From an optimization exercise on the open Yosys and OpenROAD flow, aimed at small area and few clock cycles; shortcuts taken in it are not production practice.
In this exercise RTL edits were held to simulation tests only and were not proved equivalent to the original.
No activity file was given, so power comes from the tool's default toggle rates.

==> flow/design.v <==
`default_nettype none
package fusion_pkg;
    localparam int WORD_W = 16;
    localparam int ADDR_W = 12;
    localparam logic [7:0] END_MARK = 8'hFF;
    localparam logic [1:0] PH_HDR0 = 2'd0;
    localparam logic [1:0] PH_HDR1 = 2'd1;
    localparam logic [1:0] PH_DATA = 2'd2;
    localparam logic [1:0] PH_DONE = 2'd3;
endpackage
`default_nettype wire
`timescale 1ns/1ns
`default_nettype none
module set_controller
(
    input  logic                             clock,
    input  logic                             reset,
    input  logic                             go_i,
    input  logic [fusion_pkg::WORD_W-1:0]    input_word_i,
    output logic [fusion_pkg::ADDR_W-1:0]    read_addr_o,
    output logic                             cfg_load_o,
    output logic                             data_o,
    output logic                             last_o,
    output logic                             finish_o
);
    logic                          run_q;
    logic [1:0]                    phase_q;
    logic [fusion_pkg::ADDR_W-1:0] addr_q;
    logic [7:0]                    m_cnt_q;
    logic [3:0]                    k_q;
    logic [3:0]                    k_cnt_q;
    logic                          clear;
    logic                          last_word;
    logic                          last_output;
    logic                          end_mark;
    assign clear       = reset || !go_i;
    assign end_mark    = (input_word_i[7:0] == fusion_pkg::END_MARK);
    assign last_word   = (k_cnt_q == 4'd0);
    assign last_output = (m_cnt_q == 8'd1);
    assign read_addr_o = addr_q;
    assign cfg_load_o  = run_q && (phase_q == fusion_pkg::PH_HDR1);
    assign data_o      = run_q && (phase_q == fusion_pkg::PH_DATA);
    assign last_o      = last_word;
    assign finish_o    = run_q && ((phase_q == fusion_pkg::PH_DONE) ||
                                   ((phase_q == fusion_pkg::PH_HDR0) && end_mark));
    always_ff @(posedge clock)
    begin
        if (clear)
        begin
            run_q   <= 1'b0;
            phase_q <= fusion_pkg::PH_HDR0;
            addr_q  <= '0;
        end
        else
        begin
            run_q  <= 1'b1;
            addr_q <= addr_q + 1'b1;
            if (run_q)
            begin
                case (phase_q)
                    fusion_pkg::PH_HDR0:
                        phase_q <= end_mark ? fusion_pkg::PH_DONE : fusion_pkg::PH_HDR1;
                    fusion_pkg::PH_HDR1:
                        phase_q <= (m_cnt_q == 8'd0) ? fusion_pkg::PH_HDR0 : fusion_pkg::PH_DATA;
                    fusion_pkg::PH_DATA:
                        if (last_word && last_output)
                            phase_q <= fusion_pkg::PH_HDR0;
                    default:
                        phase_q <= fusion_pkg::PH_DONE;
                endcase
            end
        end
    end
    always_ff @(posedge clock)
    begin
        if (phase_q == fusion_pkg::PH_HDR0)
            m_cnt_q <= input_word_i[7:0];
        else if ((phase_q == fusion_pkg::PH_DATA) && last_word)
            m_cnt_q <= m_cnt_q - 8'd1;
        if (phase_q == fusion_pkg::PH_HDR1)
            k_q <= input_word_i[11:8] - 4'd1;
        if (phase_q == fusion_pkg::PH_HDR1)
            k_cnt_q <= input_word_i[11:8] - 4'd1;
        else
            k_cnt_q <= last_word ? k_q : k_cnt_q - 4'd1;
    end
endmodule
`default_nettype wire
`timescale 1ns/1ns
`default_nettype none
module brick_config
(
    input  logic                             clock,
    input  logic                             cfg_load_i,
    input  logic [fusion_pkg::WORD_W-1:0]    input_word_i,
    output logic                             p8_o,
    output logic                             p4_o
);
    always_ff @(posedge clock)
    begin
        if (cfg_load_i)
        begin
            p8_o <= input_word_i[3];
            p4_o <= input_word_i[2];
        end
    end
endmodule
`default_nettype wire
`timescale 1ns/1ns
`default_nettype none
module brick_array
(
    input  logic [15:0] a,
    input  logic [15:0] b,
    input  logic [15:0] acc,
    input  logic        p8,
    input  logic        p4,
    output logic [15:0] sum
);
    wire p2  = ~(p8 | p4);
    wire p84 = p8 | p4;
    wire p42 = ~p8;
    wire p82 = ~p4;
    wire ga_0_g842 = a[0];
    wire pp0 = ga_0_g842 & b[0];
    wire pp1 = (ga_0_g842 & b[1]) ^ p2;
    wire ga_0_g84 = a[0] & p84;
    wire pp2 = ga_0_g84 & b[2];
    wire pp3 = (ga_0_g84 & b[3]) ^ p4;
    wire ga_0_g8 = a[0] & p8;
    wire pp4 = ga_0_g8 & b[4];
    wire pp5 = ga_0_g8 & b[5];
    wire pp6 = ga_0_g8 & b[6];
    wire pp7 = ~ga_0_g8 | ~b[7];
    wire ga_1_g842 = a[1];
    wire pp8 = (ga_1_g842 & b[0]) ^ p2;
    wire pp9 = ga_1_g842 & b[1];
    wire ga_1_g84 = a[1] & p84;
    wire pp10 = ga_1_g84 & b[2];
    wire pp11 = (ga_1_g84 & b[3]) ^ p4;
    wire ga_1_g8 = a[1] & p8;
    wire pp12 = ga_1_g8 & b[4];
    wire pp13 = ga_1_g8 & b[5];
    wire pp14 = ga_1_g8 & b[6];
    wire pp15 = ~ga_1_g8 | ~b[7];
    wire ga_2_g84 = a[2] & p84;
    wire pp16 = ga_2_g84 & b[0];
    wire pp17 = ga_2_g84 & b[1];
    wire ga_2_g2 = a[2] & p2;
    wire pp18 = ga_2_g2 & b[2];
    wire pp19 = ga_2_g84 & b[2];
    wire pp20 = ~ga_2_g2 | ~b[3];
    wire pp21 = (ga_2_g84 & b[3]) ^ p4;
    wire ga_2_g8 = a[2] & p8;
    wire pp22 = ga_2_g8 & b[4];
    wire pp23 = ga_2_g8 & b[5];
    wire pp24 = ga_2_g8 & b[6];
    wire pp25 = ~ga_2_g8 | ~b[7];
    wire ga_3_g84 = a[3] & p84;
    wire pp26 = (ga_3_g84 & b[0]) ^ p4;
    wire pp27 = (ga_3_g84 & b[1]) ^ p4;
    wire ga_3_g2 = a[3] & p2;
    wire pp28 = ~ga_3_g2 | ~b[2];
    wire pp29 = (ga_3_g84 & b[2]) ^ p4;
    wire pp30 = ga_3_g2 & b[3];
    wire pp31 = ga_3_g84 & b[3];
    wire ga_3_g8 = a[3] & p8;
    wire pp32 = ga_3_g8 & b[4];
    wire pp33 = ga_3_g8 & b[5];
    wire pp34 = ga_3_g8 & b[6];
    wire pp35 = ~ga_3_g8 | ~b[7];
    wire ga_4_g8 = a[4] & p8;
    wire pp36 = ga_4_g8 & b[0];
    wire pp37 = ga_4_g8 & b[1];
    wire pp38 = ga_4_g8 & b[2];
    wire pp39 = ga_4_g8 & b[3];
    wire ga_4_g42 = a[4] & p42;
    wire pp40 = ga_4_g42 & b[4];
    wire pp41 = ga_4_g8 & b[4];
    wire pp42 = (ga_4_g42 & b[5]) ^ p2;
    wire pp43 = ga_4_g8 & b[5];
    wire ga_4_g4 = a[4] & p4;
    wire pp44 = ga_4_g4 & b[6];
    wire pp45 = ga_4_g8 & b[6];
    wire pp46 = ~ga_4_g4 | ~b[7];
    wire pp47 = ~ga_4_g8 | ~b[7];
    wire ga_5_g8 = a[5] & p8;
    wire pp48 = ga_5_g8 & b[0];
    wire pp49 = ga_5_g8 & b[1];
    wire pp50 = ga_5_g8 & b[2];
    wire pp51 = ga_5_g8 & b[3];
    wire ga_5_g42 = a[5] & p42;
    wire pp52 = (ga_5_g42 & b[4]) ^ p2;
    wire pp53 = ga_5_g8 & b[4];
    wire pp54 = ga_5_g42 & b[5];
    wire pp55 = ga_5_g8 & b[5];
    wire ga_5_g4 = a[5] & p4;
    wire pp56 = ga_5_g4 & b[6];
    wire pp57 = ga_5_g8 & b[6];
    wire pp58 = ~ga_5_g4 | ~b[7];
    wire pp59 = ~ga_5_g8 | ~b[7];
    wire ga_6_g8 = a[6] & p8;
    wire pp60 = ga_6_g8 & b[0];
    wire pp61 = ga_6_g8 & b[1];
    wire pp62 = ga_6_g8 & b[2];
    wire pp63 = ga_6_g8 & b[3];
    wire ga_6_g4 = a[6] & p4;
    wire pp64 = ga_6_g4 & b[4];
    wire pp65 = ga_6_g8 & b[4];
    wire pp66 = ga_6_g4 & b[5];
    wire pp67 = ga_6_g8 & b[5];
    wire ga_6_g2 = a[6] & p2;
    wire pp68 = ga_6_g2 & b[6];
    wire pp69 = ga_6_g4 & b[6];
    wire pp70 = ga_6_g8 & b[6];
    wire pp71 = ~ga_6_g2 | ~b[7];
    wire pp72 = ~ga_6_g4 | ~b[7];
    wire pp73 = ~ga_6_g8 | ~b[7];
    wire ga_7_g8 = a[7] & p8;
    wire pp74 = ~ga_7_g8 | ~b[0];
    wire pp75 = ~ga_7_g8 | ~b[1];
    wire pp76 = ~ga_7_g8 | ~b[2];
    wire pp77 = ~ga_7_g8 | ~b[3];
    wire ga_7_g4 = a[7] & p4;
    wire pp78 = ~ga_7_g4 | ~b[4];
    wire pp79 = ~ga_7_g8 | ~b[4];
    wire pp80 = ~ga_7_g4 | ~b[5];
    wire pp81 = ~ga_7_g8 | ~b[5];
    wire ga_7_g2 = a[7] & p2;
    wire pp82 = ~ga_7_g2 | ~b[6];
    wire pp83 = ~ga_7_g4 | ~b[6];
    wire pp84 = ~ga_7_g8 | ~b[6];
    wire pp85 = ga_7_g2 & b[7];
    wire pp86 = ga_7_g4 & b[7];
    wire pp87 = ga_7_g8 & b[7];
    wire ga_8_g842 = a[8];
    wire pp88 = ga_8_g842 & b[8];
    wire pp89 = (ga_8_g842 & b[9]) ^ p2;
    wire ga_8_g84 = a[8] & p84;
    wire pp90 = ga_8_g84 & b[10];
    wire pp91 = (ga_8_g84 & b[11]) ^ p4;
    wire ga_8_g8 = a[8] & p8;
    wire pp92 = ga_8_g8 & b[12];
    wire pp93 = ga_8_g8 & b[13];
    wire pp94 = ga_8_g8 & b[14];
    wire pp95 = ~ga_8_g8 | ~b[15];
    wire ga_9_g842 = a[9];
    wire pp96 = (ga_9_g842 & b[8]) ^ p2;
    wire pp97 = ga_9_g842 & b[9];
    wire ga_9_g84 = a[9] & p84;
    wire pp98 = ga_9_g84 & b[10];
    wire pp99 = (ga_9_g84 & b[11]) ^ p4;
    wire ga_9_g8 = a[9] & p8;
    wire pp100 = ga_9_g8 & b[12];
    wire pp101 = ga_9_g8 & b[13];
    wire pp102 = ga_9_g8 & b[14];
    wire pp103 = ~ga_9_g8 | ~b[15];
    wire ga_10_g84 = a[10] & p84;
    wire pp104 = ga_10_g84 & b[8];
    wire pp105 = ga_10_g84 & b[9];
    wire ga_10_g2 = a[10] & p2;
    wire pp106 = ga_10_g2 & b[10];
    wire pp107 = ga_10_g84 & b[10];
    wire pp108 = ~ga_10_g2 | ~b[11];
    wire pp109 = (ga_10_g84 & b[11]) ^ p4;
    wire ga_10_g8 = a[10] & p8;
    wire pp110 = ga_10_g8 & b[12];
    wire pp111 = ga_10_g8 & b[13];
    wire pp112 = ga_10_g8 & b[14];
    wire pp113 = ~ga_10_g8 | ~b[15];
    wire ga_11_g84 = a[11] & p84;
    wire pp114 = (ga_11_g84 & b[8]) ^ p4;
    wire pp115 = (ga_11_g84 & b[9]) ^ p4;
    wire ga_11_g2 = a[11] & p2;
    wire pp116 = ~ga_11_g2 | ~b[10];
    wire pp117 = (ga_11_g84 & b[10]) ^ p4;
    wire pp118 = ga_11_g2 & b[11];
    wire pp119 = ga_11_g84 & b[11];
    wire ga_11_g8 = a[11] & p8;
    wire pp120 = ga_11_g8 & b[12];
    wire pp121 = ga_11_g8 & b[13];
    wire pp122 = ga_11_g8 & b[14];
    wire pp123 = ~ga_11_g8 | ~b[15];
    wire ga_12_g8 = a[12] & p8;
    wire pp124 = ga_12_g8 & b[8];
    wire pp125 = ga_12_g8 & b[9];
    wire pp126 = ga_12_g8 & b[10];
    wire pp127 = ga_12_g8 & b[11];
    wire ga_12_g42 = a[12] & p42;
    wire pp128 = ga_12_g42 & b[12];
    wire pp129 = ga_12_g8 & b[12];
    wire pp130 = (ga_12_g42 & b[13]) ^ p2;
    wire pp131 = ga_12_g8 & b[13];
    wire ga_12_g4 = a[12] & p4;
    wire pp132 = ga_12_g4 & b[14];
    wire pp133 = ga_12_g8 & b[14];
    wire pp134 = ~ga_12_g4 | ~b[15];
    wire pp135 = ~ga_12_g8 | ~b[15];
    wire ga_13_g8 = a[13] & p8;
    wire pp136 = ga_13_g8 & b[8];
    wire pp137 = ga_13_g8 & b[9];
    wire pp138 = ga_13_g8 & b[10];
    wire pp139 = ga_13_g8 & b[11];
    wire ga_13_g42 = a[13] & p42;
    wire pp140 = (ga_13_g42 & b[12]) ^ p2;
    wire pp141 = ga_13_g8 & b[12];
    wire pp142 = ga_13_g42 & b[13];
    wire pp143 = ga_13_g8 & b[13];
    wire ga_13_g4 = a[13] & p4;
    wire pp144 = ga_13_g4 & b[14];
    wire pp145 = ga_13_g8 & b[14];
    wire pp146 = ~ga_13_g4 | ~b[15];
    wire pp147 = ~ga_13_g8 | ~b[15];
    wire ga_14_g8 = a[14] & p8;
    wire pp148 = ga_14_g8 & b[8];
    wire pp149 = ga_14_g8 & b[9];
    wire pp150 = ga_14_g8 & b[10];
    wire pp151 = ga_14_g8 & b[11];
    wire ga_14_g4 = a[14] & p4;
    wire pp152 = ga_14_g4 & b[12];
    wire pp153 = ga_14_g8 & b[12];
    wire pp154 = ga_14_g4 & b[13];
    wire pp155 = ga_14_g8 & b[13];
    wire ga_14_g2 = a[14] & p2;
    wire pp156 = ga_14_g2 & b[14];
    wire pp157 = ga_14_g4 & b[14];
    wire pp158 = ga_14_g8 & b[14];
    wire pp159 = ~ga_14_g2 | ~b[15];
    wire pp160 = ~ga_14_g4 | ~b[15];
    wire pp161 = ~ga_14_g8 | ~b[15];
    wire ga_15_g8 = a[15] & p8;
    wire pp162 = ~ga_15_g8 | ~b[8];
    wire pp163 = ~ga_15_g8 | ~b[9];
    wire pp164 = ~ga_15_g8 | ~b[10];
    wire pp165 = ~ga_15_g8 | ~b[11];
    wire ga_15_g4 = a[15] & p4;
    wire pp166 = ~ga_15_g4 | ~b[12];
    wire pp167 = ~ga_15_g8 | ~b[12];
    wire pp168 = ~ga_15_g4 | ~b[13];
    wire pp169 = ~ga_15_g8 | ~b[13];
    wire ga_15_g2 = a[15] & p2;
    wire pp170 = ~ga_15_g2 | ~b[14];
    wire pp171 = ~ga_15_g4 | ~b[14];
    wire pp172 = ~ga_15_g8 | ~b[14];
    wire pp173 = ga_15_g2 & b[15];
    wire pp174 = ga_15_g4 & b[15];
    wire pp175 = ga_15_g8 & b[15];
    wire k4 = p84;
    wire k5 = p4;
    wire k8 = p82;
    wire s0 = acc[1] ^ pp20 ^ pp28;
    wire c0 = (acc[1] & pp20) | (acc[1] & pp28) | (pp20 & pp28);
    wire s1 = pp71 ^ pp82 ^ pp108;
    wire c1 = (pp71 & pp82) | (pp71 & pp108) | (pp82 & pp108);
    wire s2 = acc[2] ^ pp2 ^ pp9;
    wire c2 = (acc[2] & pp2) | (acc[2] & pp9) | (pp2 & pp9);
    wire s3 = pp16 ^ pp30 ^ pp44;
    wire c3 = (pp16 & pp30) | (pp16 & pp44) | (pp30 & pp44);
    wire s4 = pp54 ^ pp64 ^ pp85;
    wire c4 = (pp54 & pp64) | (pp54 & pp85) | (pp64 & pp85);
    wire s5 = acc[3] ^ pp10 ^ pp17;
    wire c5 = (acc[3] & pp10) | (acc[3] & pp17) | (pp10 & pp17);
    wire s6 = pp46 ^ pp56 ^ pp66;
    wire c6 = (pp46 & pp56) | (pp46 & pp66) | (pp56 & pp66);
    wire s7 = pp78 ^ pp98 ^ pp105;
    wire c7 = (pp78 & pp98) | (pp78 & pp105) | (pp98 & pp105);
    wire hs0 = pp134 ^ pp144;
    wire hc0 = pp134 & pp144;
    wire s8 = acc[4] ^ k4 ^ pp4;
    wire c8 = (acc[4] & k4) | (acc[4] & pp4) | (k4 & pp4);
    wire s9 = pp19 ^ pp36 ^ pp58;
    wire c9 = (pp19 & pp36) | (pp19 & pp58) | (pp36 & pp58);
    wire s10 = pp69 ^ pp80 ^ pp92;
    wire c10 = (pp69 & pp80) | (pp69 & pp92) | (pp80 & pp92);
    wire s11 = pp107 ^ pp124 ^ pp146;
    wire c11 = (pp107 & pp124) | (pp107 & pp146) | (pp124 & pp146);
    wire hs1 = pp157 ^ pp168;
    wire hc1 = pp157 & pp168;
    wire s12 = acc[5] ^ k5 ^ pp5;
    wire c12 = (acc[5] & k5) | (acc[5] & pp5) | (k5 & pp5);
    wire s13 = pp12 ^ pp37 ^ pp48;
    wire c13 = (pp12 & pp37) | (pp12 & pp48) | (pp37 & pp48);
    wire s14 = pp72 ^ pp83 ^ pp93;
    wire c14 = (pp72 & pp83) | (pp72 & pp93) | (pp83 & pp93);
    wire s15 = pp100 ^ pp125 ^ pp136;
    wire c15 = (pp100 & pp125) | (pp100 & pp136) | (pp125 & pp136);
    wire s16 = pp160 ^ pp171 ^ pp21;
    wire c16 = (pp160 & pp171) | (pp160 & pp21) | (pp171 & pp21);
    wire s17 = acc[6] ^ pp6 ^ pp13;
    wire c17 = (acc[6] & pp6) | (acc[6] & pp13) | (pp6 & pp13);
    wire s18 = pp22 ^ pp31 ^ pp38;
    wire c18 = (pp22 & pp31) | (pp22 & pp38) | (pp31 & pp38);
    wire s19 = pp49 ^ pp60 ^ pp86;
    wire c19 = (pp49 & pp60) | (pp49 & pp86) | (pp60 & pp86);
    wire s20 = pp94 ^ pp101 ^ pp110;
    wire c20 = (pp94 & pp101) | (pp94 & pp110) | (pp101 & pp110);
    wire hs2 = pp119 ^ pp126;
    wire hc2 = pp119 & pp126;
    wire s21 = acc[7] ^ pp7 ^ pp14;
    wire c21 = (acc[7] & pp7) | (acc[7] & pp14) | (pp7 & pp14);
    wire s22 = pp23 ^ pp32 ^ pp39;
    wire c22 = (pp23 & pp32) | (pp23 & pp39) | (pp32 & pp39);
    wire s23 = pp50 ^ pp61 ^ pp74;
    wire c23 = (pp50 & pp61) | (pp50 & pp74) | (pp61 & pp74);
    wire s24 = pp95 ^ pp102 ^ pp111;
    wire c24 = (pp95 & pp102) | (pp95 & pp111) | (pp102 & pp111);
    wire hs3 = pp120 ^ pp127;
    wire hc3 = pp120 & pp127;
    wire s25 = acc[8] ^ k8 ^ pp15;
    wire c25 = (acc[8] & k8) | (acc[8] & pp15) | (k8 & pp15);
    wire s26 = pp24 ^ pp33 ^ pp41;
    wire c26 = (pp24 & pp33) | (pp24 & pp41) | (pp33 & pp41);
    wire s27 = pp51 ^ pp62 ^ pp75;
    wire c27 = (pp51 & pp62) | (pp51 & pp75) | (pp62 & pp75);
    wire s28 = pp103 ^ pp112 ^ pp121;
    wire c28 = (pp103 & pp112) | (pp103 & pp121) | (pp112 & pp121);
    wire s29 = acc[9] ^ pp25 ^ pp34;
    wire c29 = (acc[9] & pp25) | (acc[9] & pp34) | (pp25 & pp34);
    wire s30 = pp43 ^ pp53 ^ pp63;
    wire c30 = (pp43 & pp53) | (pp43 & pp63) | (pp53 & pp63);
    wire s31 = pp116 ^ pp159 ^ pp170;
    wire c31 = (pp116 & pp159) | (pp116 & pp170) | (pp159 & pp170);
    wire s32 = pp1 ^ pp8 ^ pp42;
    wire c32 = (pp1 & pp8) | (pp1 & pp42) | (pp8 & pp42);
    wire s33 = pp90 ^ pp97 ^ pp104;
    wire c33 = (pp90 & pp97) | (pp90 & pp104) | (pp97 & pp104);
    wire s34 = pp118 ^ pp132 ^ pp142;
    wire c34 = (pp118 & pp132) | (pp118 & pp142) | (pp132 & pp142);
    wire s35 = pp152 ^ pp173 ^ c0;
    wire c35 = (pp152 & pp173) | (pp152 & c0) | (pp173 & c0);
    wire s36 = pp154 ^ pp166 ^ pp3;
    wire c36 = (pp154 & pp166) | (pp154 & pp3) | (pp166 & pp3);
    wire s37 = pp26 ^ pp91 ^ pp114;
    wire c37 = (pp26 & pp91) | (pp26 & pp114) | (pp91 & pp114);
    wire s38 = hs0 ^ c2 ^ c3;
    wire c38 = (hs0 & c2) | (hs0 & c3) | (c2 & c3);
    wire hs4 = c4 ^ s5;
    wire hc4 = c4 & s5;
    wire s39 = pp11 ^ pp27 ^ pp99;
    wire c39 = (pp11 & pp27) | (pp11 & pp99) | (pp27 & pp99);
    wire s40 = pp115 ^ hc0 ^ hs1;
    wire c40 = (pp115 & hc0) | (pp115 & hs1) | (hc0 & hs1);
    wire s41 = c5 ^ c6 ^ c7;
    wire c41 = (c5 & c6) | (c5 & c7) | (c6 & c7);
    wire s42 = s8 ^ s9 ^ s10;
    wire c42 = (s8 & s9) | (s8 & s10) | (s9 & s10);
    wire s43 = pp29 ^ pp109 ^ pp117;
    wire c43 = (pp29 & pp109) | (pp29 & pp117) | (pp109 & pp117);
    wire s44 = hc1 ^ c8 ^ c9;
    wire c44 = (hc1 & c8) | (hc1 & c9) | (c8 & c9);
    wire s45 = c10 ^ c11 ^ s12;
    wire c45 = (c10 & c11) | (c10 & s12) | (c11 & s12);
    wire s46 = s13 ^ s14 ^ s15;
    wire c46 = (s13 & s14) | (s13 & s15) | (s14 & s15);
    wire s47 = pp137 ^ pp148 ^ pp174;
    wire c47 = (pp137 & pp148) | (pp137 & pp174) | (pp148 & pp174);
    wire s48 = hs2 ^ c12 ^ c13;
    wire c48 = (hs2 & c12) | (hs2 & c13) | (c12 & c13);
    wire s49 = c14 ^ c15 ^ s17;
    wire c49 = (c14 & c15) | (c14 & s17) | (c15 & s17);
    wire s50 = s18 ^ s19 ^ s20;
    wire c50 = (s18 & s19) | (s18 & s20) | (s19 & s20);
    wire s51 = pp138 ^ pp149 ^ pp162;
    wire c51 = (pp138 & pp149) | (pp138 & pp162) | (pp149 & pp162);
    wire s52 = hc2 ^ hs3 ^ c17;
    wire c52 = (hc2 & hs3) | (hc2 & c17) | (hs3 & c17);
    wire s53 = c18 ^ c19 ^ c20;
    wire c53 = (c18 & c19) | (c18 & c20) | (c19 & c20);
    wire s54 = s21 ^ s22 ^ s23;
    wire c54 = (s21 & s22) | (s21 & s23) | (s22 & s23);
    wire s55 = pp129 ^ pp139 ^ pp150;
    wire c55 = (pp129 & pp139) | (pp129 & pp150) | (pp139 & pp150);
    wire s56 = pp163 ^ hc3 ^ c21;
    wire c56 = (pp163 & hc3) | (pp163 & c21) | (hc3 & c21);
    wire s57 = c22 ^ c23 ^ c24;
    wire c57 = (c22 & c23) | (c22 & c24) | (c23 & c24);
    wire s58 = s25 ^ s26 ^ s27;
    wire c58 = (s25 & s26) | (s25 & s27) | (s26 & s27);
    wire s59 = pp76 ^ pp113 ^ pp122;
    wire c59 = (pp76 & pp113) | (pp76 & pp122) | (pp113 & pp122);
    wire s60 = pp131 ^ pp141 ^ pp151;
    wire c60 = (pp131 & pp141) | (pp131 & pp151) | (pp141 & pp151);
    wire s61 = pp164 ^ c25 ^ c26;
    wire c61 = (pp164 & c25) | (pp164 & c26) | (c25 & c26);
    wire s62 = c27 ^ c28 ^ s29;
    wire c62 = (c27 & c28) | (c27 & s29) | (c28 & s29);
    wire s63 = acc[10] ^ pp35 ^ pp45;
    wire c63 = (acc[10] & pp35) | (acc[10] & pp45) | (pp35 & pp45);
    wire s64 = pp55 ^ pp65 ^ pp77;
    wire c64 = (pp55 & pp65) | (pp55 & pp77) | (pp65 & pp77);
    wire s65 = pp123 ^ pp133 ^ pp143;
    wire c65 = (pp123 & pp133) | (pp123 & pp143) | (pp133 & pp143);
    wire s66 = pp153 ^ pp165 ^ c29;
    wire c66 = (pp153 & pp165) | (pp153 & c29) | (pp165 & c29);
    wire s67 = acc[11] ^ pp47 ^ pp57;
    wire c67 = (acc[11] & pp47) | (acc[11] & pp57) | (pp47 & pp57);
    wire s68 = pp67 ^ pp79 ^ pp135;
    wire c68 = (pp67 & pp79) | (pp67 & pp135) | (pp79 & pp135);
    wire s69 = acc[0] ^ pp0 ^ pp18;
    wire c69 = (acc[0] & pp0) | (acc[0] & pp18) | (pp0 & pp18);
    wire hs5 = pp40 ^ pp68;
    wire hc5 = pp40 & pp68;
    wire s70 = pp52 ^ pp89 ^ pp96;
    wire c70 = (pp52 & pp89) | (pp52 & pp96) | (pp89 & pp96);
    wire s71 = pp130 ^ pp140 ^ s31;
    wire c71 = (pp130 & pp140) | (pp130 & s31) | (pp140 & s31);
    wire hs6 = s0 ^ s1;
    wire hc6 = s0 & s1;
    wire s72 = c31 ^ c1 ^ s33;
    wire c72 = (c31 & c1) | (c31 & s33) | (c1 & s33);
    wire s73 = s34 ^ s2 ^ s3;
    wire c73 = (s34 & s2) | (s34 & s3) | (s2 & s3);
    wire s74 = s4 ^ c32 ^ s35;
    wire c74 = (s4 & c32) | (s4 & s35) | (c32 & s35);
    wire s75 = c33 ^ c34 ^ s6;
    wire c75 = (c33 & c34) | (c33 & s6) | (c34 & s6);
    wire s76 = s7 ^ s36 ^ s37;
    wire c76 = (s7 & s36) | (s7 & s37) | (s36 & s37);
    wire s77 = c35 ^ hs4 ^ s38;
    wire c77 = (c35 & hs4) | (c35 & s38) | (hs4 & s38);
    wire s78 = s11 ^ c36 ^ c37;
    wire c78 = (s11 & c36) | (s11 & c37) | (c36 & c37);
    wire s79 = s39 ^ hc4 ^ c38;
    wire c79 = (s39 & hc4) | (s39 & c38) | (hc4 & c38);
    wire s80 = s40 ^ s41 ^ s42;
    wire c80 = (s40 & s41) | (s40 & s42) | (s41 & s42);
    wire s81 = c39 ^ s43 ^ s16;
    wire c81 = (c39 & s43) | (c39 & s16) | (s43 & s16);
    wire s82 = c40 ^ c41 ^ c42;
    wire c82 = (c40 & c41) | (c40 & c42) | (c41 & c42);
    wire s83 = s44 ^ s45 ^ s46;
    wire c83 = (s44 & s45) | (s44 & s46) | (s45 & s46);
    wire s84 = s47 ^ c43 ^ c16;
    wire c84 = (s47 & c43) | (s47 & c16) | (c43 & c16);
    wire s85 = c44 ^ c45 ^ c46;
    wire c85 = (c44 & c45) | (c44 & c46) | (c45 & c46);
    wire s86 = s48 ^ s49 ^ s50;
    wire c86 = (s48 & s49) | (s48 & s50) | (s49 & s50);
    wire s87 = c47 ^ s51 ^ s24;
    wire c87 = (c47 & s51) | (c47 & s24) | (s51 & s24);
    wire s88 = c48 ^ c49 ^ c50;
    wire c88 = (c48 & c49) | (c48 & c50) | (c49 & c50);
    wire s89 = s52 ^ s53 ^ s54;
    wire c89 = (s52 & s53) | (s52 & s54) | (s53 & s54);
    wire s90 = c51 ^ s55 ^ s28;
    wire c90 = (c51 & s55) | (c51 & s28) | (s55 & s28);
    wire s91 = c52 ^ c53 ^ c54;
    wire c91 = (c52 & c53) | (c52 & c54) | (c53 & c54);
    wire s92 = s56 ^ s57 ^ s58;
    wire c92 = (s56 & s57) | (s56 & s58) | (s57 & s58);
    wire s93 = c55 ^ s59 ^ s60;
    wire c93 = (c55 & s59) | (c55 & s60) | (s59 & s60);
    wire s94 = s30 ^ c56 ^ c57;
    wire c94 = (s30 & c56) | (s30 & c57) | (c56 & c57);
    wire s95 = c58 ^ s61 ^ s62;
    wire c95 = (c58 & s61) | (c58 & s62) | (s61 & s62);
    wire s96 = c59 ^ c60 ^ c30;
    wire c96 = (c59 & c60) | (c59 & c30) | (c60 & c30);
    wire s97 = s63 ^ s64 ^ s65;
    wire c97 = (s63 & s64) | (s63 & s65) | (s64 & s65);
    wire s98 = c61 ^ c62 ^ s66;
    wire c98 = (c61 & c62) | (c61 & s66) | (c62 & s66);
    wire s99 = pp145 ^ pp155 ^ pp167;
    wire c99 = (pp145 & pp155) | (pp145 & pp167) | (pp155 & pp167);
    wire s100 = c63 ^ c64 ^ c65;
    wire c100 = (c63 & c64) | (c63 & c65) | (c64 & c65);
    wire s101 = s67 ^ s68 ^ c66;
    wire c101 = (s67 & s68) | (s67 & c66) | (s68 & c66);
    wire s102 = acc[12] ^ pp59 ^ pp70;
    wire c102 = (acc[12] & pp59) | (acc[12] & pp70) | (pp59 & pp70);
    wire s103 = pp81 ^ pp147 ^ pp158;
    wire c103 = (pp81 & pp147) | (pp81 & pp158) | (pp147 & pp158);
    wire s104 = pp169 ^ c67 ^ c68;
    wire c104 = (pp169 & c67) | (pp169 & c68) | (c67 & c68);
    wire s105 = acc[13] ^ pp73 ^ pp84;
    wire c105 = (acc[13] & pp73) | (acc[13] & pp84) | (pp73 & pp84);
    wire s106 = pp88 ^ pp106 ^ pp128;
    wire c106 = (pp88 & pp106) | (pp88 & pp128) | (pp106 & pp128);
    wire s107 = hc5 ^ c69 ^ s70;
    wire c107 = (hc5 & c69) | (hc5 & s70) | (c69 & s70);
    wire hs7 = s32 ^ hs6;
    wire hc7 = s32 & hs6;
    wire s108 = c70 ^ hc6 ^ c71;
    wire c108 = (c70 & hc6) | (c70 & c71) | (hc6 & c71);
    wire s109 = s72 ^ s73 ^ s74;
    wire c109 = (s72 & s73) | (s72 & s74) | (s73 & s74);
    wire s110 = c72 ^ c73 ^ s75;
    wire c110 = (c72 & c73) | (c72 & s75) | (c73 & s75);
    wire s111 = s76 ^ c74 ^ s77;
    wire c111 = (s76 & c74) | (s76 & s77) | (c74 & s77);
    wire s112 = c75 ^ c76 ^ s78;
    wire c112 = (c75 & c76) | (c75 & s78) | (c76 & s78);
    wire s113 = c77 ^ s79 ^ s80;
    wire c113 = (c77 & s79) | (c77 & s80) | (s79 & s80);
    wire s114 = c78 ^ s81 ^ c79;
    wire c114 = (c78 & s81) | (c78 & c79) | (s81 & c79);
    wire s115 = c80 ^ s82 ^ s83;
    wire c115 = (c80 & s82) | (c80 & s83) | (s82 & s83);
    wire s116 = c81 ^ s84 ^ c82;
    wire c116 = (c81 & s84) | (c81 & c82) | (s84 & c82);
    wire s117 = c83 ^ s85 ^ s86;
    wire c117 = (c83 & s85) | (c83 & s86) | (s85 & s86);
    wire s118 = c84 ^ s87 ^ c85;
    wire c118 = (c84 & s87) | (c84 & c85) | (s87 & c85);
    wire s119 = c86 ^ s88 ^ s89;
    wire c119 = (c86 & s88) | (c86 & s89) | (s88 & s89);
    wire s120 = c87 ^ s90 ^ c88;
    wire c120 = (c87 & s90) | (c87 & c88) | (s90 & c88);
    wire s121 = c89 ^ s91 ^ s92;
    wire c121 = (c89 & s91) | (c89 & s92) | (s91 & s92);
    wire s122 = c90 ^ s93 ^ c91;
    wire c122 = (c90 & s93) | (c90 & c91) | (s93 & c91);
    wire s123 = s94 ^ c92 ^ s95;
    wire c123 = (s94 & c92) | (s94 & s95) | (c92 & s95);
    wire s124 = c93 ^ s96 ^ s97;
    wire c124 = (c93 & s96) | (c93 & s97) | (s96 & s97);
    wire s125 = c94 ^ c95 ^ s98;
    wire c125 = (c94 & c95) | (c94 & s98) | (c95 & s98);
    wire s126 = s99 ^ c96 ^ c97;
    wire c126 = (s99 & c96) | (s99 & c97) | (c96 & c97);
    wire s127 = s100 ^ c98 ^ s101;
    wire c127 = (s100 & c98) | (s100 & s101) | (c98 & s101);
    wire s128 = c99 ^ s102 ^ s103;
    wire c128 = (c99 & s102) | (c99 & s103) | (s102 & s103);
    wire s129 = c100 ^ s104 ^ c101;
    wire c129 = (c100 & s104) | (c100 & c101) | (s104 & c101);
    wire s130 = pp161 ^ pp172 ^ c102;
    wire c130 = (pp161 & pp172) | (pp161 & c102) | (pp172 & c102);
    wire s131 = c103 ^ s105 ^ c104;
    wire c131 = (c103 & s105) | (c103 & c104) | (s105 & c104);
    wire s132 = acc[14] ^ pp87 ^ pp175;
    wire c132 = (acc[14] & pp87) | (acc[14] & pp175) | (pp87 & pp175);
    wire hs8 = pp156 ^ hs5;
    wire hc8 = pp156 & hs5;
    wire s133 = c106 ^ s71 ^ hs7;
    wire c133 = (c106 & s71) | (c106 & hs7) | (s71 & hs7);
    wire s134 = hc7 ^ c107 ^ s108;
    wire c134 = (hc7 & c107) | (hc7 & s108) | (c107 & s108);
    wire s135 = c108 ^ s110 ^ c109;
    wire c135 = (c108 & s110) | (c108 & c109) | (s110 & c109);
    wire s136 = c110 ^ s112 ^ c111;
    wire c136 = (c110 & s112) | (c110 & c111) | (s112 & c111);
    wire s137 = c112 ^ s114 ^ c113;
    wire c137 = (c112 & s114) | (c112 & c113) | (s114 & c113);
    wire s138 = c114 ^ s116 ^ c115;
    wire c138 = (c114 & s116) | (c114 & c115) | (s116 & c115);
    wire s139 = c116 ^ s118 ^ c117;
    wire c139 = (c116 & s118) | (c116 & c117) | (s118 & c117);
    wire s140 = c118 ^ s120 ^ c119;
    wire c140 = (c118 & s120) | (c118 & c119) | (s120 & c119);
    wire s141 = c120 ^ s122 ^ c121;
    wire c141 = (c120 & s122) | (c120 & c121) | (s122 & c121);
    wire s142 = s124 ^ c122 ^ c123;
    wire c142 = (s124 & c122) | (s124 & c123) | (c122 & c123);
    wire s143 = c124 ^ s126 ^ c125;
    wire c143 = (c124 & s126) | (c124 & c125) | (s126 & c125);
    wire s144 = s128 ^ c126 ^ c127;
    wire c144 = (s128 & c126) | (s128 & c127) | (c126 & c127);
    wire s145 = c128 ^ s130 ^ s131;
    wire c145 = (c128 & s130) | (c128 & s131) | (s130 & s131);
    wire s146 = c105 ^ s132 ^ c130;
    wire c146 = (c105 & s132) | (c105 & c130) | (s132 & c130);
    wire hs9 = s106 ^ s69;
    wire hc9 = s106 & s69;
    wire s147 = hc8 ^ s107 ^ s133;
    wire c147 = (hc8 & s107) | (hc8 & s133) | (s107 & s133);
    wire s148 = c133 ^ s134 ^ s109;
    wire c148 = (c133 & s134) | (c133 & s109) | (s134 & s109);
    wire s149 = c134 ^ s111 ^ s135;
    wire c149 = (c134 & s111) | (c134 & s135) | (s111 & s135);
    wire s150 = s113 ^ c135 ^ s136;
    wire c150 = (s113 & c135) | (s113 & s136) | (c135 & s136);
    wire s151 = s115 ^ c136 ^ s137;
    wire c151 = (s115 & c136) | (s115 & s137) | (c136 & s137);
    wire s152 = s117 ^ c137 ^ s138;
    wire c152 = (s117 & c137) | (s117 & s138) | (c137 & s138);
    wire s153 = s119 ^ c138 ^ s139;
    wire c153 = (s119 & c138) | (s119 & s139) | (c138 & s139);
    wire s154 = s121 ^ c139 ^ s140;
    wire c154 = (s121 & c139) | (s121 & s140) | (c139 & s140);
    wire s155 = s123 ^ c140 ^ s141;
    wire c155 = (s123 & c140) | (s123 & s141) | (c140 & s141);
    wire s156 = s125 ^ c141 ^ s142;
    wire c156 = (s125 & c141) | (s125 & s142) | (c141 & s142);
    wire s157 = s127 ^ c142 ^ s143;
    wire c157 = (s127 & c142) | (s127 & s143) | (c142 & s143);
    wire s158 = s129 ^ c143 ^ s144;
    wire c158 = (s129 & c143) | (s129 & s144) | (c143 & s144);
    wire s159 = c129 ^ s145 ^ c144;
    wire c159 = (c129 & s145) | (c129 & c144) | (s145 & c144);
    wire s160 = c131 ^ s146 ^ c145;
    wire c160 = (c131 & s146) | (c131 & c145) | (s146 & c145);
    wire s161 = acc[15] ^ c132 ^ c146;
    wire [15:0] row0 = {c160, c159, c158, c157, c156, c155, c154, c153, c152, c151, c150, c149, c148, c147, hc9, hs9};
    wire [15:0] row1 = {s161, s160, s159, s158, s157, s156, s155, s154, s153, s152, s151, s150, s149, s148, s147, hs8};
    assign sum = row0 + row1;
endmodule
`default_nettype wire
`timescale 1ns/1ns
`default_nettype none
module output_accumulator
(
    input  logic                             clock,
    input  logic                             reset,
    input  logic                             go_i,
    input  logic                             data_i,
    input  logic                             last_i,
    input  logic [fusion_pkg::WORD_W-1:0]    sum_i,
    output logic [fusion_pkg::WORD_W-1:0]    acc_o,
    output logic [fusion_pkg::ADDR_W-1:0]    out_addr_o,
    output logic [fusion_pkg::WORD_W-1:0]    out_data_o,
    output logic                             out_write_o
);
    logic [fusion_pkg::WORD_W-1:0] acc_q;
    logic [fusion_pkg::ADDR_W-1:0] addr_q;
    logic                          write_q;
    logic                          cont_q;
    assign acc_o = cont_q ? acc_q : '0;
    always_ff @(posedge clock)
    begin
        acc_q  <= sum_i;
        cont_q <= data_i && !last_i;
        if (reset || !go_i)
        begin
            addr_q  <= '0;
            write_q <= 1'b0;
        end
        else
        begin
            write_q <= data_i && last_i;
            addr_q  <= addr_q + {11'd0, write_q};
        end
    end
    assign out_addr_o  = addr_q;
    assign out_data_o  = acc_q;
    assign out_write_o = write_q;
endmodule
`default_nettype wire
`timescale 1ns/1ns
`default_nettype none
module fusion_sequencer_top
(
    input  logic        clock,
    input  logic        reset,
    input  logic        go_i,
    input  logic [15:0] input_word_i,
    input  logic [15:0] weight_word_i,
    output logic [11:0] input_addr_o,
    output logic [11:0] weight_addr_o,
    output logic [11:0] out_addr_o,
    output logic [15:0] out_data_o,
    output logic        out_write_o,
    output logic        finish_o
);
    logic [fusion_pkg::ADDR_W-1:0] read_addr;
    logic                          cfg_load;
    logic                          data;
    logic                          last;
    logic                          p8;
    logic                          p4;
    logic [fusion_pkg::WORD_W-1:0] acc;
    logic [fusion_pkg::WORD_W-1:0] sum;
    assign input_addr_o  = read_addr;
    assign weight_addr_o = read_addr;
    set_controller set_controller_inst (
        .clock        (clock),
        .reset        (reset),
        .go_i         (go_i),
        .input_word_i (input_word_i),
        .read_addr_o  (read_addr),
        .cfg_load_o   (cfg_load),
        .data_o       (data),
        .last_o       (last),
        .finish_o     (finish_o)
    );
    brick_config brick_config_inst (
        .clock        (clock),
        .cfg_load_i   (cfg_load),
        .input_word_i (input_word_i),
        .p8_o         (p8),
        .p4_o         (p4)
    );
    brick_array brick_array_inst (
        .a   (input_word_i),
        .b   (weight_word_i),
        .acc (acc),
        .p8  (p8),
        .p4  (p4),
        .sum (sum)
    );
    output_accumulator output_accumulator_inst (
        .clock       (clock),
        .reset       (reset),
        .go_i        (go_i),
        .data_i      (data),
        .last_i      (last),
        .sum_i       (sum),
        .acc_o       (acc),
        .out_addr_o  (out_addr_o),
        .out_data_o  (out_data_o),
        .out_write_o (out_write_o)
    );
endmodule
`default_nettype wire
==> flow/flow/run.sh <==
#!/bin/bash
# The standard layout, with these changes:
# - Yosys's generic synthesis skips its quick ABC pass (synth -noabc), so that
#   extract_fa still sees the adder tree as written and maps it to full
#   adders without inverters between them; the technology-mapping ABC pass
#   later in the script runs flow/abc.script, an area-oriented mapping.
# - Port buffers come from flow/ports.tcl, run before global placement
#   (global placement is not timing driven, so nothing removes them).
# - Clock tree synthesis uses clkbuf_8 clock buffers and no dummy loads.
set -euo pipefail
sed 's/yosys synth -nofsm -noshare /yosys synth -nofsm -noshare -noabc /' synth_recipe.tcl > flow_synth.tcl
grep -q -- '-noabc' flow_synth.tcl
# The technology-mapping ABC pass runs flow/abc.script, an area-oriented
# mapping, in place of ORFS's delay-oriented script
cat > flow_abc.tcl <<EOF2
proc abc {args} {
  set i [lsearch \$args -script]
  lset args [expr {\$i + 1}] $PWD/flow/abc.script
  yosys abc {*}\$args
}
EOF2
cat flow_abc.tcl flow_synth.tcl > flow_synth2.tcl
mv flow_synth2.tcl flow_synth.tcl
sed "s#SYNTH_SCRIPT=[^ ]*#SYNTH_SCRIPT=$PWD/flow_synth.tcl#" standard.sh > flow_standard.sh
export DONT_BUFFER_PORTS=1
export PRE_GLOBAL_PLACE_TCL="$PWD/flow/ports.tcl"
export CTS_ARGS="-sink_clustering_enable -repair_clock_nets -buf_list {sky130_fd_sc_hd__clkbuf_8} -dont_use_dummy_load"
bash flow_standard.sh > flow_standard.log 2>&1
==> flow/flow/abc.script <==
&get -n
&st
&dch
&nf -R 30
&put
topo
stime -c
==> flow/flow/ports.tcl <==
# Synthesis buffers go, as the standard flow removes them before placement.
remove_buffers

# Port buffers, one per port as the standard flow places them: a buffer
# sized for the fanout on each input, the smallest buffer on each output
# (its load is the 0.01 pF port load).
buffer_ports -inputs -buffer_cell sky130_fd_sc_hd__buf_1
buffer_ports -outputs -buffer_cell sky130_fd_sc_hd__buf_1
==> flow/standard.sh <==
#!/bin/bash
# synth_recipe.tcl (not shown) runs the flow's synth.tcl, then flattens the netlist and writes it again
# the make line also repeats each setting of config.mk as NAME=value (left out here)
make -C /OpenROAD-flow-scripts/flow DESIGN_CONFIG=/design/flow/config.mk WORK_HOME=/design/flow/orfs CLKGATE_MAP_FILE= SYNTH_SCRIPT=/design/flow/synth_recipe.tcl "${@:-finish}"
==> flow/config.mk <==
export PLATFORM = sky130hd
export DESIGN_NAME = fusion_sequencer_top
export DESIGN_NICKNAME = fusion_sequencer_top
export VERILOG_FILES = /design/flow/design.v
export SDC_FILE = /design/flow/constraint.sdc
export NUM_CORES = 4
export LEC_CHECK = 0
export CAP_MARGIN = 20
export CORE_MARGIN = 2
export CORE_UTILIZATION = 75
export GPL_ROUTABILITY_DRIVEN = 0
export GPL_TIMING_DRIVEN = 0
export SLEW_MARGIN = 20
==> flow/constraint.sdc <==
create_clock -name core_clock -period 6.0 [get_ports {clock}]
set_input_delay 1.2000 -clock core_clock [delete_from_list [all_inputs] [get_ports {clock}]]
set_output_delay 1.2000 -clock core_clock [all_outputs]
set_load 0.01 [all_outputs]
==> metrics.log, run 1 <==
[metrics] share of async-settable or async-resettable flops after synthesis: 0
[metrics] antenna violations before repair: 0
[metrics] type of the worst setup path: input pin to register
[metrics] Mapped Nets: 944
[metrics] commonest non-fill, non-tap cell in the layout: fa_1
[metrics] outcome: no timing/DRC/antenna violations
[metrics] critical path launch point type: input pin
[metrics] top cells by area, synth: fa_1 42%, dfxtp_1 13%, and3_1 8.9%, ha_1 5.8%, edfxtp_1 5.4%
[metrics] worst max-slew margin expressed relative to the limit: 0.483
[metrics] number of inserted filler cells in the final layout: 628
[metrics] critical path arrival: 6070 ps
[metrics] max_cap viols: 0
[metrics] synthesis-to-finish area growth: 10.9%
[metrics] highest-count cells in the layout ignoring fill and taps: 161 x fa_1, 104 x and3_1, 59 x buf_1
[metrics] clock slew at reported path FFs: about 60 ps
[metrics] area taken by multi-input logic gates: roughly 6300 um^2
[metrics] setup TNS: 0 ps
[metrics] number of library cell types mapped by synthesis: 37
[metrics] area enclosed by the die boundary: approximately 11000 um^2
[metrics] number of clock sinks: 63
[metrics] share of synthesized area occupied by flip-flops and latches: 0.181
[metrics] detailed-route DRC error count: 0
[metrics] total congestion overflow: 0
[metrics] top fanout value on the critical path: 12
[metrics] Register Area: 1400 um^2
[metrics] GRT Overall Usage: 0.402
[metrics] routed wl met3: 2510 um
[metrics] number of global-route vias before repair: 6711
[metrics] maximum achievable frequency: approximately 170 MHz
[metrics] Post-Syn Area: ~7700 um^2
[metrics] time the final worst path needs with I/O delays and setup: 5840 ps
[metrics] predominant post-synthesis flop cell: dfxtp_1
[metrics] worst ir drop on vdd: 727 uV
[metrics] synthesized instance count: between 700 and 800
[metrics] detailed-routing wirelength on met1: between 7000 and 8000 um
[metrics] Clock Tree Root: clkbuf_8
[metrics] cts bufs inserted: 9
[metrics] share of cells above drive strength 1: 0.0882
[metrics] fraction of the cycle the final worst path needs: 0.973
[metrics] cell area after placement: 8320 um^2
[metrics] Yosys warnings: 3
[metrics] Post-Route Utilization: 0.842
[metrics] maximum number of pins on one net before global-route repair: 36
[metrics] Setup Viol. Count Final: 0
[metrics] Final Instance Count excl. Fillers: ~940
[metrics] P_leak: around 3.7 nW
[metrics] detailed router's first-iteration violation count: around 640
[metrics] HPWL after DPL: approximately 15000 um
[metrics] antenna diode instance count: 0
[metrics] height of the chip: approximately 110 um
[metrics] number of input and output port buffers inserted: around 90
[metrics] vias per std cell: approximately 6.7
[metrics] post-detailed-route wirelength per cell: between 20 and 25 um
[metrics] wire length reported by the detailed router: approximately 21000 um
[metrics] number of top-level pins: between 80 and 90
[metrics] fraction of synthesized cell area taken by the top area cell type: 0.419
[metrics] Clock Skew: 18.4 ps
[metrics] Hold Buf Count CTS: 0
[metrics] Worst EP required: between 6000 and 7000 ps
[metrics] Initial Util: 0.759
[metrics] via count of the routed design: around 6300
[metrics] number of storage elements in the synthesis netlist: 63
[metrics] global-route wire length before repair: 33700 um
[metrics] final-stage net count: about 1000
[metrics] max layer used: met4
[metrics] Worst Setup End Kind: register
[metrics] placed cell count: between 900 and 1000
[metrics] Chip Width: 106 um
[metrics] area of the core region: a little over 10000 um^2
[metrics] Yosys top cell by area: fa_1
[metrics] area of all placed cells without fillers: 8580 um^2
[metrics] worst-case hold slack: around 460 ps
[metrics] Place WS: -808 ps
[metrics] Hold Fails Final Rpt: 0
[metrics] final worst-path setup slack: 164 ps
[metrics] First-pass DRT Iterations: 5
[metrics] H-Tree Depth: 3
[metrics] Final ANT Viol Nets: 0
[metrics] DR WL met2: between 10000 and 15000 um
[metrics] deepest clock path buffer count: 2
[metrics] clock latency (worst-skew pair): 360 ps
[metrics] number of synthesized flops with an enable pin: 14
[metrics] Power Dens Cells: roughly 460 nW/um^2
[metrics] std cell rows: 37
[metrics] actual slew at the worst max-slew pin: just under 800 ps
[metrics] final number of max-transition violations: 0
[metrics] mean cell area of the mapped netlist: around 11 um^2
[metrics] TritonCTS clock tree: yes
[metrics] kind of path behind the tightest hold check: register to register
[metrics] Overall Power: slightly below 4 mW
[routing by layer]
| metal | global-route usage | up-vias |
|---|---|---|
| li1 | - | 2655 |
| met1 | 0.533 | 3069 |
| met2 | 0.637 | 438 |
| met3 | 0.0866 | 96 |
| met4 | 0.201 | 0 |
| met5 | 0 | - |
[synth_stat cells (2+ instances only)]
| master | number |
|---|---|
| xnor2_1 | 42 |
| dfxtp_1 | 49 |
| or2_0 | 2 |
| buf_4 | 12 |
| o211ai_1 | 2 |
| nand3_1 | 50 |
| and4_1 | 4 |
| a31oi_1 | 5 |
| xor2_1 | 13 |
| and3b_1 | 4 |
| nand4_1 | 4 |
| o22ai_1 | 2 |
| o21ai_0 | 22 |
| nor3_1 | 12 |
| fa_1 | 162 |
| nand3b_1 | 4 |
| a21o_1 | 2 |
| clkinv_1 | 15 |
| nor2b_1 | 2 |
| a21oi_1 | 29 |
| edfxtp_1 | 14 |
| ha_1 | 36 |
| nor2_1 | 29 |
| a211oi_1 | 2 |
| and2_0 | 24 |
| and3_1 | 110 |
| nand2_1 | 49 |
[critical path, stage by stage]
cell and delay [ps]:
clkbuf_2 210, and3_1 260, fa_1 560, fa_1 490, fa_1 540, fa_1 450, fa_1 540, fa_1 460
ha_4 330, nand2_1 100, o21ai_0 260, a21oi_2 110, nor3_1 260, o22ai_1 150, xnor2_1 150
[path summary, 6_finish.rpt]
check	start	endpoint	slack (ps)	depth (start not counted)
max	weight_word_i[13]	output_accumulator_inst.acc_q[15]	160	15
min	set_controller_inst.run_q	output_accumulator_inst.cont_q	460	2
max reg2reg	brick_config_inst.p8_o	output_accumulator_inst.acc_q[12]	260	16
min reg2reg	set_controller_inst.run_q	output_accumulator_inst.cont_q	460	2
[registers in the layout, summed over array words and instances (netlist names), 2 cells and up]
register,count
set_controller_inst.m_cnt_q,8
set_controller_inst.k_q,4
set_controller_inst.phase_q,2
set_controller_inst.addr_q,12
output_accumulator_inst.addr_q,12
set_controller_inst.k_cnt_q,4
output_accumulator_inst.acc_q,16
[repair_timing]
action / in CTS / in global routing
endpoints found under the setup margin: 7 / 6
cloned: 1 / 0
buffers inserted: 0 / 3
resized for setup: 22 / 25
pin swaps: 1 / 2
[where the power goes]
part           leakage (nW)  internal [mW]  total, mW  switching [mW]
logic                  3.07           1.36       3.03            1.67
registers             0.541          0.565      0.615          0.0500
clock network        0.0647          0.134      0.290           0.156
total                  3.67           2.06       3.93            1.88
[area by class of cell]
cell class,count,share of cell area
multi-input combinational,622,0.739
sequential,63,0.163
timing repair buffer,96,0.0556
tap,136,0.0198
clock buffer,9,0.0144
inverter,15,0.00744
[cells by family (layout without fill, tap and decap cells)]
| kind of cell | after synthesis | count (layout) | share of synthesized area |
|---|---|---|---|
| and+or+nand+nor | 299 | 300 | 0.210 |
| adders and majority gates | 198 | 198 | 0.478 |
| xor gates and xnor gates | 55 | 55 | 0.0623 |
| buffers and inverters | 27 | 120 | 0.0189 |
| AOI/OAI and AO/OA | 69 | 69 | 0.0498 |
| DFF | 63 | 63 | 0.181 |
Testbench counts, summed over its fixed seeds: cycles 26,114.
==> inputs of run 2 (changes only) <==
--- a/flow/config.mk
+++ b/flow/config.mk
@@ -7,7 +7,7 @@
 export LEC_CHECK = 0
 export CAP_MARGIN = 20
 export CORE_MARGIN = 2
-export CORE_UTILIZATION = 75
+export CORE_UTILIZATION = 70
 export GPL_ROUTABILITY_DRIVEN = 0
 export GPL_TIMING_DRIVEN = 0
 export SLEW_MARGIN = 20
==> run 2 against run 1 <==
  * Sequential power is 0.8% lower
  * Die area grew 6.9%
  * Fmax is 0.15% lower
  * Total power is 3.9% lower
  * Core utilization decreased by 4.6 points
  * Non-clock buffer count up 4
  * Final cell count increased by 0.85%
  * Via count is 1.0% lower
  * Synthesized area stayed put
  * Sequential share of layout area is essentially flat
  * Largest power group unchanged
  * Register-to-register slack got worse by 20 ps
  * Clock skew up 8.6 ps
  * Still clean
==> metrics.log, run 2 <==
[metrics] final number of max-transition violations: 0
[metrics] worst max-slew margin expressed relative to the limit: 0.489
[metrics] CP most frequent cell: fa_1
[metrics] final-stage net count: approximately 1000
[metrics] fraction of the cycle the final worst path needs: 0.974
[metrics] commonest non-fill, non-tap cell in the layout: fa_1
[metrics] Final ANT Viol Nets: 0
[metrics] worst-case hold slack: 465 ps
[metrics] H-Tree Depth: 3
[metrics] placed cell count: approximately 930
[metrics] number of inserted filler cells in the final layout: 704
[metrics] highest-count cells in the layout ignoring fill and taps: 161 x fa_1, 104 x and3_1, 59 x buf_1
[metrics] critical path launch point type: input pin
[metrics] share of async-settable or async-resettable flops after synthesis: 0
[metrics] number of input and output port buffers inserted: 88
[metrics] global-route wire length before repair: between 30000 and 40000 um
[metrics] cts bufs inserted: 9
[metrics] number of top-level pins: just under 90
[metrics] max_cap viols: 0
[metrics] deepest clock path buffer count: 2
[metrics] Initial Util: 0.717
[metrics] std cell rows: 38
[metrics] Post-Syn Area: between 7000 and 8000 um^2
[metrics] HPWL after DPL: around 15000 um
[metrics] ranking of synthesized cells by instance count: 162 x fa_1, 110 x and3_1, 50 x nand3_1
[metrics] top cells by area, synth: fa_1 42%, dfxtp_1 13%, and3_1 8.9%, ha_1 5.8%, edfxtp_1 5.4%
[metrics] Final Instance Count excl. Fillers: 949
[metrics] cell area after placement: about 8300 um^2
[metrics] number of clock sinks: 63
[metrics] clock latency (worst-skew pair): ~360 ps
[metrics] final worst-path setup slack: 155 ps
[metrics] area of all placed cells without fillers: 8590 um^2
[metrics] predominant post-synthesis flop cell: dfxtp_1
[metrics] share of cells above drive strength 1: 0.0890
[metrics] synthesized instance count: 711
[metrics] setup TNS: 0 ps
[metrics] Place WS: -827 ps
[metrics] TritonCTS clock tree: yes
[metrics] actual slew at the worst max-slew pin: approximately 760 ps
[metrics] area of the core region: between 10000 and 15000 um^2
[metrics] delay of the slowest cell on the worst path: roughly 540 ps
[metrics] Hold Fails Final Rpt: 0
[metrics] height of the chip: 109 um
[metrics] fraction of synthesized cell area taken by the top area cell type: 0.419
[metrics] crit path max-delay cell type: fa_1
[metrics] type of the worst setup path: input pin to register
[metrics] launch point of the worst hold path: output_accumulator_inst.addr_q[11]
[metrics] startpoint of the most critical setup path: input_word_i[7]
[metrics] outcome: no timing/DRC/antenna violations
[metrics] Clock Tree Root: clkbuf_8
[metrics] Mapped Nets: around 940
[metrics] post-detailed-route wirelength per cell: 21.8 um
[metrics] library cell with the highest instance count after synthesis: fa_1
[metrics] detailed router's first-iteration violation count: 588
[metrics] Worst Setup End Kind: register
[metrics] GRT Overall Usage: 0.377
[metrics] fraction of met3 tracks used by global routing: 0.0986
[metrics] First-pass DRT Iterations: 6
[metrics] Yosys top cell by area: fa_1
[metrics] kind of path behind the tightest hold check: register to register
[metrics] Hold Buf Count CTS: 0
[metrics] detailed-route DRC error count: 0
[metrics] via count of the routed design: 6195
[metrics] largest registers: output_accumulator_inst.acc_q (16), output_accumulator_inst.addr_q (12), set_controller_inst.addr_q (12)
[metrics] vias per std cell: 6.53
[metrics] share of synthesized area occupied by flip-flops and latches: 0.181
[metrics] CP cell instances: clkbuf_4 -> and2_4 -> nand2_1 -> fa_1 -> fa_1 -> fa_1 -> fa_1 -> fa_1 -> fa_1 -> ha_1 -> a21oi_2 -> o21ai_0 -> or2_0 -> o22ai_1 -> xnor2_1
[metrics] number of synthesized flops with an enable pin: 14
[metrics] mean cell area of the mapped netlist: 10.9 um^2
[metrics] GR peak layer: met2
[metrics] largest reg by FF count: output_accumulator_inst.acc_q
[metrics] antenna violations before repair: 0
[metrics] Post-Route Utilization: 0.796
[metrics] clock slew at reported path FFs: 70 ps
[metrics] antenna diode instance count: 0
[metrics] number of storage elements in the synthesis netlist: 63
[metrics] wire length reported by the detailed router: about 21000 um
[metrics] area enclosed by the die boundary: roughly 12000 um^2
[metrics] critical register-to-register path startpoint: brick_config_inst.p4_o
[metrics] number of library cell types mapped by synthesis: 37
[metrics] flip-flop count of the largest register, all copies and words added: 16
[metrics] met2 track utilization from global routing: 0.577
[metrics] Overall Power: ~3.8 mW
[metrics] maximum number of pins on one net before global-route repair: 34
[metrics] Worst EP required: 6260 ps
[metrics] Register Area: between 1000 and 1500 um^2
[metrics] Yosys warnings: 3
[metrics] GR Util met1: 0.482
[metrics] time the final worst path needs with I/O delays and setup: ~5800 ps
[metrics] critical path arrival: just over 6000 ps
[metrics] synthesis-to-finish area growth: 11.1%
[metrics] maximum achievable frequency: ~170 MHz
[metrics] P_leak: 3.70 nW
[metrics] Power Dens Cells: 440 nW/um^2
[metrics] Chip Width: between 100 and 150 um
[metrics] worst ir drop on vdd: between 700 and 800 uV
[metrics] top fanout value on the critical path: 10
[metrics] Setup Viol. Count Final: 0
[metrics] area taken by multi-input logic gates: 6310 um^2
[metrics] Clock Skew: around 27 ps
[metrics] number of global-route vias before repair: 6400
[metrics] total congestion overflow: 0
==> run 2: cell count changes in the layout (fill, tap and decap cells not counted), sizes merged <==
cell / change
buf: +5
clkbuf: -1
clkinv: +1
inv: -1
==> run 2: path summary, 6_finish.rpt <==
path | to | slack [ps] | depth (start not counted)
min | output_accumulator_inst.addr_q[11] | 460 | 1
max | output_accumulator_inst.acc_q[14] | 160 | 15
min reg2reg | output_accumulator_inst.addr_q[11] | 460 | 1
max reg2reg | output_accumulator_inst.acc_q[12] | 240 | 17
==> run 2: where the power goes <==
group	switching, mW	internal (mW)	total (mW)	leakage (nW)
clock network	0.152	0.133	0.285	0.0647
logic	1.60	1.28	2.88	3.09
registers	0.0455	0.565	0.610	0.541
total	1.80	1.98	3.78	3.70
==> run 2: final cells by class <==
class                           count  area share
Inverter                           15     0.00714
Sequential cell                    63       0.163
Timing Repair Buffer              100      0.0600
Tap cell                          140      0.0204
Multi-Input combinational cell    622       0.735
Clock buffer                        9      0.0144
==> run 2: what timing repair did <==
action                                  4_1_cts  5_1_grt
endpoints found under the setup margin        8        6
resized for setup                            23       19
setup buffers                                 1        6
pin swaps                                     1        2
gates cloned                                  1        0
==> run 2: kinds of logic (layout without fill, tap and decap cells) <==
group / after synthesis / count (layout) / share of synthesized area
simple gates: 299 / 300 / 0.210
buf+inv: 27 / 124 / 0.0189
xor+xnor: 55 / 55 / 0.0623
flops: 63 / 63 / 0.181
compound gates: 69 / 69 / 0.0498
fa+ha+maj: 198 / 198 / 0.478
==> run 2: critical path: cells and delay by family <==
kind,cells,cell delay (ps)
AO/OA/AOI/OAI,3,490
XOR/XNOR,1,160
adder cells (fa/ha/maj),7,3440
AND/OR/NAND/NOR,3,580
buffers and inverters,1,220
==> run 2: routing by layer <==
metal / up-vias / part of all wire
met5: - / 0
met4: 0 / 0.059
met3: 107 / 0.11
met2: 402 / 0.47
met1: 3030 / 0.36
li1: 2656 / -
==> inputs of run 3 (changes only) <==
==> flow/flow/run.sh (replaced) <==
#!/bin/bash
# The standard layout, with these changes:
# - Yosys's generic synthesis skips its quick ABC pass (synth -noabc), so that
#   extract_fa still sees the adder tree as written and maps it to full
#   adders without inverters between them; the technology-mapping ABC pass
#   later in the script runs as usual.
# - Port buffers come from flow/ports.tcl, run before global placement
#   (global placement is not timing driven, so nothing removes them).
# - Clock tree synthesis uses clkbuf_8 clock buffers and no dummy loads.
set -euo pipefail
sed 's/yosys synth -nofsm -noshare /yosys synth -nofsm -noshare -noabc /' synth_recipe.tcl > flow_synth.tcl
grep -q -- '-noabc' flow_synth.tcl
sed "s#SYNTH_SCRIPT=[^ ]*#SYNTH_SCRIPT=$PWD/flow_synth.tcl#" standard.sh > flow_standard.sh
export DONT_BUFFER_PORTS=1
export PRE_GLOBAL_PLACE_TCL="$PWD/flow/ports.tcl"
export CTS_ARGS="-sink_clustering_enable -repair_clock_nets -buf_list {sky130_fd_sc_hd__clkbuf_8} -dont_use_dummy_load"
bash flow_standard.sh > flow_standard.log 2>&1
==> flow/flow/ports.tcl (replaced) <==
# Synthesis buffers go, as the standard flow removes them before placement.
remove_buffers

# Port buffers, one per port as the standard flow places them: a buffer
# sized for the fanout on each input, the smallest buffer on each output
# (its load is the 0.01 pF port load).
buffer_ports -inputs -buffer_cell sky130_fd_sc_hd__buf_2
buffer_ports -outputs -buffer_cell sky130_fd_sc_hd__buf_1
removed: flow/flow/abc.script
==> run 3 against run 2 <==
  * Still clean
  * Synthesized area up 4.7%
  * Total power up 0.33%
  * Design area up 2.0%
  * Register-to-register slack about the same
  * Wire length up 4.1%
  * Sequential power down 1%
  * Combinational power about the same
  * Critical path type unchanged
  * Largest power group unchanged
==> metrics.log, run 3 <==
[metrics] H-Tree Depth: 3
[metrics] worst max-slew margin expressed relative to the limit: 0.390
[metrics] routed wl met3: 1960 um
[metrics] actual slew at the worst max-slew pin: 915 ps
[metrics] TritonCTS clock tree: yes
[metrics] Chip Width: approximately 110 um
[metrics] area of all placed cells without fillers: between 8000 and 9000 um^2
[metrics] delay of the slowest cell on the worst path: 590 ps
[metrics] Hold Fails Final Rpt: 0
[metrics] max layer used: met4
[metrics] wire length reported by the detailed router: 21500 um
[metrics] mean cell area of the mapped netlist: a little over 10 um^2
[metrics] synthesis-to-finish area growth: 8.22%
[metrics] antenna violations before repair: 0
[metrics] Yosys top cell by area: fa_1
[metrics] kind of path behind the tightest hold check: register to register
[metrics] Synth Area in Simple Gates: 0.196
[metrics] DR WL met2: 10500 um
[metrics] Worst EP required: 6290 ps
[metrics] number of synthesized flops with an enable pin: 14
[metrics] detailed-route DRC error count: 0
[metrics] number of input and output port buffers inserted: 88
[metrics] crit path max-delay cell type: fa_1
[metrics] flip-flop count of the largest register, all copies and words added: 16
[metrics] worst ir drop on vdd: ~690 uV
[metrics] share of synthesized area occupied by flip-flops and latches: 0.173
[metrics] outcome: no timing/DRC/antenna violations
[metrics] share of cells above drive strength 1: 0.112
[metrics] deepest clock path buffer count: 2
[metrics] Power Dens Cells: 433 nW/um^2
[metrics] clock latency (worst-skew pair): between 300 and 400 ps
[metrics] main combinational cell family by area after synthesis: adder cells
[metrics] post-detailed-route wirelength per cell: around 22 um
[metrics] P_leak: between 3 and 4 nW
[metrics] time the final worst path needs with I/O delays and setup: between 5000 and 6000 ps
[metrics] number of library cell types mapped by synthesis: 44
[metrics] share of the synthesized area in compound gates (AO/OA/AOI/OAI): 0.0547
[metrics] area enclosed by the die boundary: approximately 12000 um^2
[metrics] vias per std cell: between 6 and 7
[metrics] CP most frequent cell: fa_1
[metrics] final-stage net count: between 1000 and 1500
[metrics] final number of max-transition violations: 0
[metrics] clock slew at reported path FFs: ~80 ps
[metrics] highest-count cells in the layout ignoring fill and taps: 158 x fa_1, 103 x and3_1, 63 x nand2_1
[metrics] maximum number of pins on one net before global-route repair: 34
[metrics] synthesized instance count: roughly 790
[metrics] Worst Setup End Kind: register
[metrics] predominant post-synthesis flop cell: dfxtp_1
[metrics] area of the core region: between 10000 and 15000 um^2
[metrics] max_cap viols: 0
[metrics] critical path launch point type: input pin
[metrics] cell type group with the largest total delay on the critical path: adder cells
[metrics] Initial Util: 0.712
[metrics] Final ANT Viol Nets: 0
[metrics] XOR/XNOR Fraction of Synth Area: 0.0530
[metrics] GRT Overall Usage: 0.360
[metrics] top fanout value on the critical path: 10
[metrics] std cell rows: 39
[metrics] share of async-settable or async-resettable flops after synthesis: 0
[metrics] fraction of the cycle the final worst path needs: 0.971
[metrics] First-pass DRT Iterations: 5
[metrics] Yosys warnings: 3
[metrics] critical path arrival: approximately 6000 ps
[metrics] commonest non-fill, non-tap cell in the layout: fa_1
[metrics] maximum achievable frequency: between 150 and 200 MHz
[metrics] total congestion overflow: 0
[metrics] Clock Skew: roughly 23 ps
[metrics] Mapped Nets: around 1000
[metrics] number of global-route vias before repair: roughly 6600
[metrics] Setup Viol. Count Final: 0
[metrics] global-route wire length before repair: 34100 um
-- run 3: cell type report --
class	instances	area, um^2
Tap cell	143	179
Inverter	25	97.6
Sequential cell	63	1400
Multi-Input combinational cell	635	6400
Timing Repair Buffer	100	556
Fill cell	775	2600
Timing Repair inverter	1	7.51
Clock buffer	9	124
-- run 3: routing by layer --
layer  up-vias  GRT usage
li1       2688          -
met1      3147      0.460
met2       336      0.580
met3       102     0.0849
met4         0      0.188
met5         -          0
-- run 3: power by group --
part / total [mW] / internal [mW] / leakage (nW) / switching, mW
logic: 2.88 / 1.30 / 3.27 / 1.58
registers: 0.604 / 0.556 / 0.541 / 0.0486
clock network: 0.305 / 0.134 / 0.0647 / 0.171
-- run 3: through the flow --
step	hold slack (ps)	power, mW	instances	TNS (ps)
2_1_floorplan	450	2.72	786	0
3_3_place_gp	465	3.18	953	-19990
3_5_place_dp	486	3.25	957	-7160
4_1_cts	504	3.59	972	0
5_1_grt	521	4.14	976	0
6_report	504	3.79	976	0
-- run 3: path summary, 6_finish.rpt --
kind / from / cells past startpoint / slack (ps) / to
worst min-delay path: set_controller_inst.addr_q[0] / 1 / 500 / set_controller_inst.addr_q[0]
worst max register to register: brick_config_inst.p4_o / 18 / 240 / output_accumulator_inst.acc_q[15]
worst min register to register: set_controller_inst.addr_q[0] / 1 / 500 / set_controller_inst.addr_q[0]
worst max-delay path: input_word_i[7] / 16 / 170 / output_accumulator_inst.acc_q[14]
-- run 3: kinds of logic after synthesis --
logic type | count (synthesis)
buffers and inverters | 89
muxes | 15
xor gates and xnor gates | 49
DFF | 63
AOI/OAI and AO/OA | 64
and+or+nand+nor | 308
adders and majority gates | 198
-- run 3: what timing repair did --
item	4_1_cts	5_1_grt
setup endpoints to repair	11	5
hold buffers	0	0
pin swaps	1	13
cloned	2	0
resized for setup	9	25
buffers inserted	4	4

==> separate check: timing with driven ports <==
In the flow no input, the clock included, has a driving cell. The finished layouts below were timed again as built, in two steps.
Step 1 sets driving cells, clkbuf_16 on the clock port and buf_2 on the other inputs (assumed; they add their load-dependent delay and slew).
Step 2, shift: input delay + t, output delay - t, t = (earliest + latest rising clock arrival at the registers) / 2. This alone moves slack from input paths to output paths.
Three values: ideal, step 1, step 2; two values: the first two.
| run | shift t [ns] | setup slack, ns | worst slew at a driven data input, ns |
|---|---|---|---|
| run 1 | 0.383 | 0.164 / 0.178 / -0.205 | 0.03 |
| run 2 | 0.381 | 0.155 / 0.171 / -0.210 | 0.04 |
| run 3 | 0.391 | 0.172 / 0.178 / -0.212 | 0.04 |
Met with ideal ports but missed after step 2: setup timing in every run listed. The setup slack of run 3, which loses most, moves by +0.006 ns with the drivers and by -0.384 ns with both steps.
